What follows belongs to an exercise in optimizing a design on an open flow for small area; a production flow would make more cautious choices. Function was checked by simulation only, so behaviour that the tests miss may differ from the original.

==> module dac_cond_channel, before the edit <==
module dac_cond_channel
#(
  parameter int DAC_DATA_WIDTH = 14,
  parameter int IN_DATA_WIDTH  = 16,
  parameter int GAIN_WIDTH     = 16
) (
  input  logic                             clk_i,
  input  logic                             rst_i,
  input  logic                             kill_i,
  input  logic                             step_zero_i,
  input  logic signed [IN_DATA_WIDTH-1:0]  in_i,
  input  logic signed [GAIN_WIDTH-1:0]     gain_i,
  input  logic signed [DAC_DATA_WIDTH-1:0] offset_i,
  input  logic                             enable_i,
  input  logic [dac_cond_pkg::ENV_W-1:0]   ramp_step_i,
  input  logic                             sat_clr_i,
  output logic signed [DAC_DATA_WIDTH-1:0] dat_o,
  output logic [1:0]                       state_o,
  output logic [dac_cond_pkg::SAT_CNT_W-1:0] sat_cnt_o
);
  logic [1:0]        state_q;
  logic [13:0]       env_q;
  logic              on;
  logic [15:0]       env_x, step_x, env_r;
  logic              done;
  assign on     = state_q[1] & ~state_q[0];
  assign env_x  = {1'b0, on, env_q};
  assign step_x = {1'b0, ramp_step_i};
  logic [15:0] env_b;
  logic [10:0] env_c;
  logic [15:10] env_r0, env_r1;
  logic [16:10] env_c0, env_c1;
  assign env_b    = step_x ^ {16{~enable_i}};
  assign env_c[0] = ~enable_i;
  for (genvar k = 0; k < 10; k++) begin : g_env_lo
    dac_cond_fa u_fa (.a(env_x[k]), .b(env_b[k]), .c(env_c[k]), .s(env_r[k]), .co(env_c[k+1]));
  end
  assign env_c0[10] = 1'b0;
  assign env_c1[10] = 1'b1;
  for (genvar k = 10; k < 16; k++) begin : g_env_hi
    dac_cond_fa u_fa0 (.a(env_x[k]), .b(env_b[k]), .c(env_c0[k]), .s(env_r0[k]), .co(env_c0[k+1]));
    dac_cond_fa u_fa1 (.a(env_x[k]), .b(env_b[k]), .c(env_c1[k]), .s(env_r1[k]), .co(env_c1[k+1]));
  end
  assign env_r[15:10] = env_c[10] ? env_r1 : env_r0;
  assign done   = step_zero_i | (enable_i ? (env_r[15:14] != 2'b00)
                                          : (env_r[15] | (env_r == 16'd0)));
  always_ff @(posedge clk_i) begin
    if (rst_i) begin
      state_q <= 2'b00;
      env_q   <= '0;
    end else begin
      state_q <= {enable_i == done, ~done};
      env_q   <= done ? 14'd0 : env_r[13:0];
    end
  end
    logic signed [17:0] p2_q, p2d_q;
  logic signed [17:0] p2_d;
  dac_cond_mul_a u_mul_a (.a(in_i), .b(gain_i), .o(offset_i), .y(p2_d));
  logic        [17:0] m3;    
  logic signed [17:0] p3_q;
  logic               sat;
  logic signed [13:0] dat_q;
  dac_cond_mul_c u_mul_c (.p(p2d_q), .e(env_q), .yn(m3));
  always_ff @(posedge clk_i) begin
    p2_q  <= p2_d;
    p2d_q <= p2_q;
    p3_q  <= on ? p2d_q : $signed(~m3);
  end
  assign sat = (p3_q[17:13] != 5'b00000) & (p3_q[17:13] != 5'b11111);
  always_ff @(posedge clk_i) begin
    if (rst_i | kill_i) begin
      dat_q <= '0;
    end else begin
      dat_q <= sat ? {p3_q[17], {13{~p3_q[17]}}} : p3_q[13:0];
    end
  end
  assign dat_o   = dat_q;
  assign state_o = state_q;
  logic [15:0] sat_cnt_q, sat_cnt_s;
  logic [16:0] sat_cnt_c;
  assign sat_cnt_c[0] = sat & ~kill_i & ~&sat_cnt_q;
  for (genvar k = 0; k < 16; k++) begin : g_cnt_inc
    dac_cond_ha u_ha (.a(sat_cnt_q[k]), .b(sat_cnt_c[k]), .s(sat_cnt_s[k]), .co(sat_cnt_c[k+1]));
  end
  always_ff @(posedge clk_i) begin
    if (rst_i | sat_clr_i) begin
      sat_cnt_q <= '0;
    end else begin
      sat_cnt_q <= sat_cnt_s;
    end
  end
  assign sat_cnt_o = sat_cnt_q;
endmodule
Settings: LEC_CHECK=0, CAP_MARGIN=20, CORE_MARGIN=2, CORE_UTILIZATION=40, SLEW_MARGIN=20, SYNTH_HIERARCHICAL=1; clock period 8.0 ns.
run.sh (not shown) runs the stock make flow with config.mk's settings and CLKGATE_MAP_FILE= SYNTH_SCRIPT=/design/flow/synth_recipe.tcl, a recipe that flattens the netlist after the stock synthesis.
Change:
--- a/flow/design.v
+++ b/flow/design.v
@@ -73,32 +73,36 @@
   end
     logic signed [17:0] p2_q, p2d_q;
   logic signed [17:0] p2_d;
   dac_cond_mul_a u_mul_a (.a(in_i), .b(gain_i), .o(offset_i), .y(p2_d));
   logic        [17:0] m3;    
-  logic signed [17:0] p3_q;
+  logic signed [17:0] p3;
   logic               sat;
+  logic signed [13:0] c_q;
+  logic               sat_q;
   logic signed [13:0] dat_q;
   dac_cond_mul_c u_mul_c (.p(p2d_q), .e(env_q), .yn(m3));
+  assign p3  = on ? p2d_q : $signed(~m3);
+  assign sat = (p3[17:13] != 5'b00000) & (p3[17:13] != 5'b11111);
   always_ff @(posedge clk_i) begin
     p2_q  <= p2_d;
     p2d_q <= p2_q;
-    p3_q  <= on ? p2d_q : $signed(~m3);
+    c_q   <= sat ? {p3[17], {13{~p3[17]}}} : p3[13:0];
+    sat_q <= sat;
   end
-  assign sat = (p3_q[17:13] != 5'b00000) & (p3_q[17:13] != 5'b11111);
   always_ff @(posedge clk_i) begin
     if (rst_i | kill_i) begin
       dat_q <= '0;
     end else begin
-      dat_q <= sat ? {p3_q[17], {13{~p3_q[17]}}} : p3_q[13:0];
+      dat_q <= c_q;
     end
   end
   assign dat_o   = dat_q;
   assign state_o = state_q;
   logic [15:0] sat_cnt_q, sat_cnt_s;
   logic [16:0] sat_cnt_c;
-  assign sat_cnt_c[0] = sat & ~kill_i & ~&sat_cnt_q;
+  assign sat_cnt_c[0] = sat_q & ~kill_i & ~&sat_cnt_q;
   for (genvar k = 0; k < 16; k++) begin : g_cnt_inc
     dac_cond_ha u_ha (.a(sat_cnt_q[k]), .b(sat_cnt_c[k]), .s(sat_cnt_s[k]), .co(sat_cnt_c[k+1]));
   end
   always_ff @(posedge clk_i) begin
     if (rst_i | sat_clr_i) begin
Result: Core utilization rises by 0.44 points; cell count barely changes; setup slack degrades by 0.0068 ns; wire length goes down slightly.

[re-timing with driven ports]
How much do the figures lean on ideal ports? The routed layouts below were timed once more, with nothing changed but the port constraints. Step 1, drivers: a clkbuf_16 drives aclk and a buf_2 each remaining input, both assumed. Step 2, shift: input delay + t, output delay - t, t = (earliest + latest rising clock arrival at the registers) / 2. This alone moves slack from input paths to output paths. a / b / c = ideal ports / drivers / drivers and shift; a / b = the first two.
run	t, ns	setup WS [ns]	worst setup path at the end	cell pins on the clock port's net
the first run	0.585	0.372 / 0.407 / -0.178	input to register	1
the second run	0.516	0.365 / 0.397 / -0.119	input to register	1
Met with ideal ports but missed after step 2: setup timing in the first run and the second run. For the first run, which loses most, drivers alone change the setup slack by +0.035 ns; drivers and shift together by -0.550 ns.
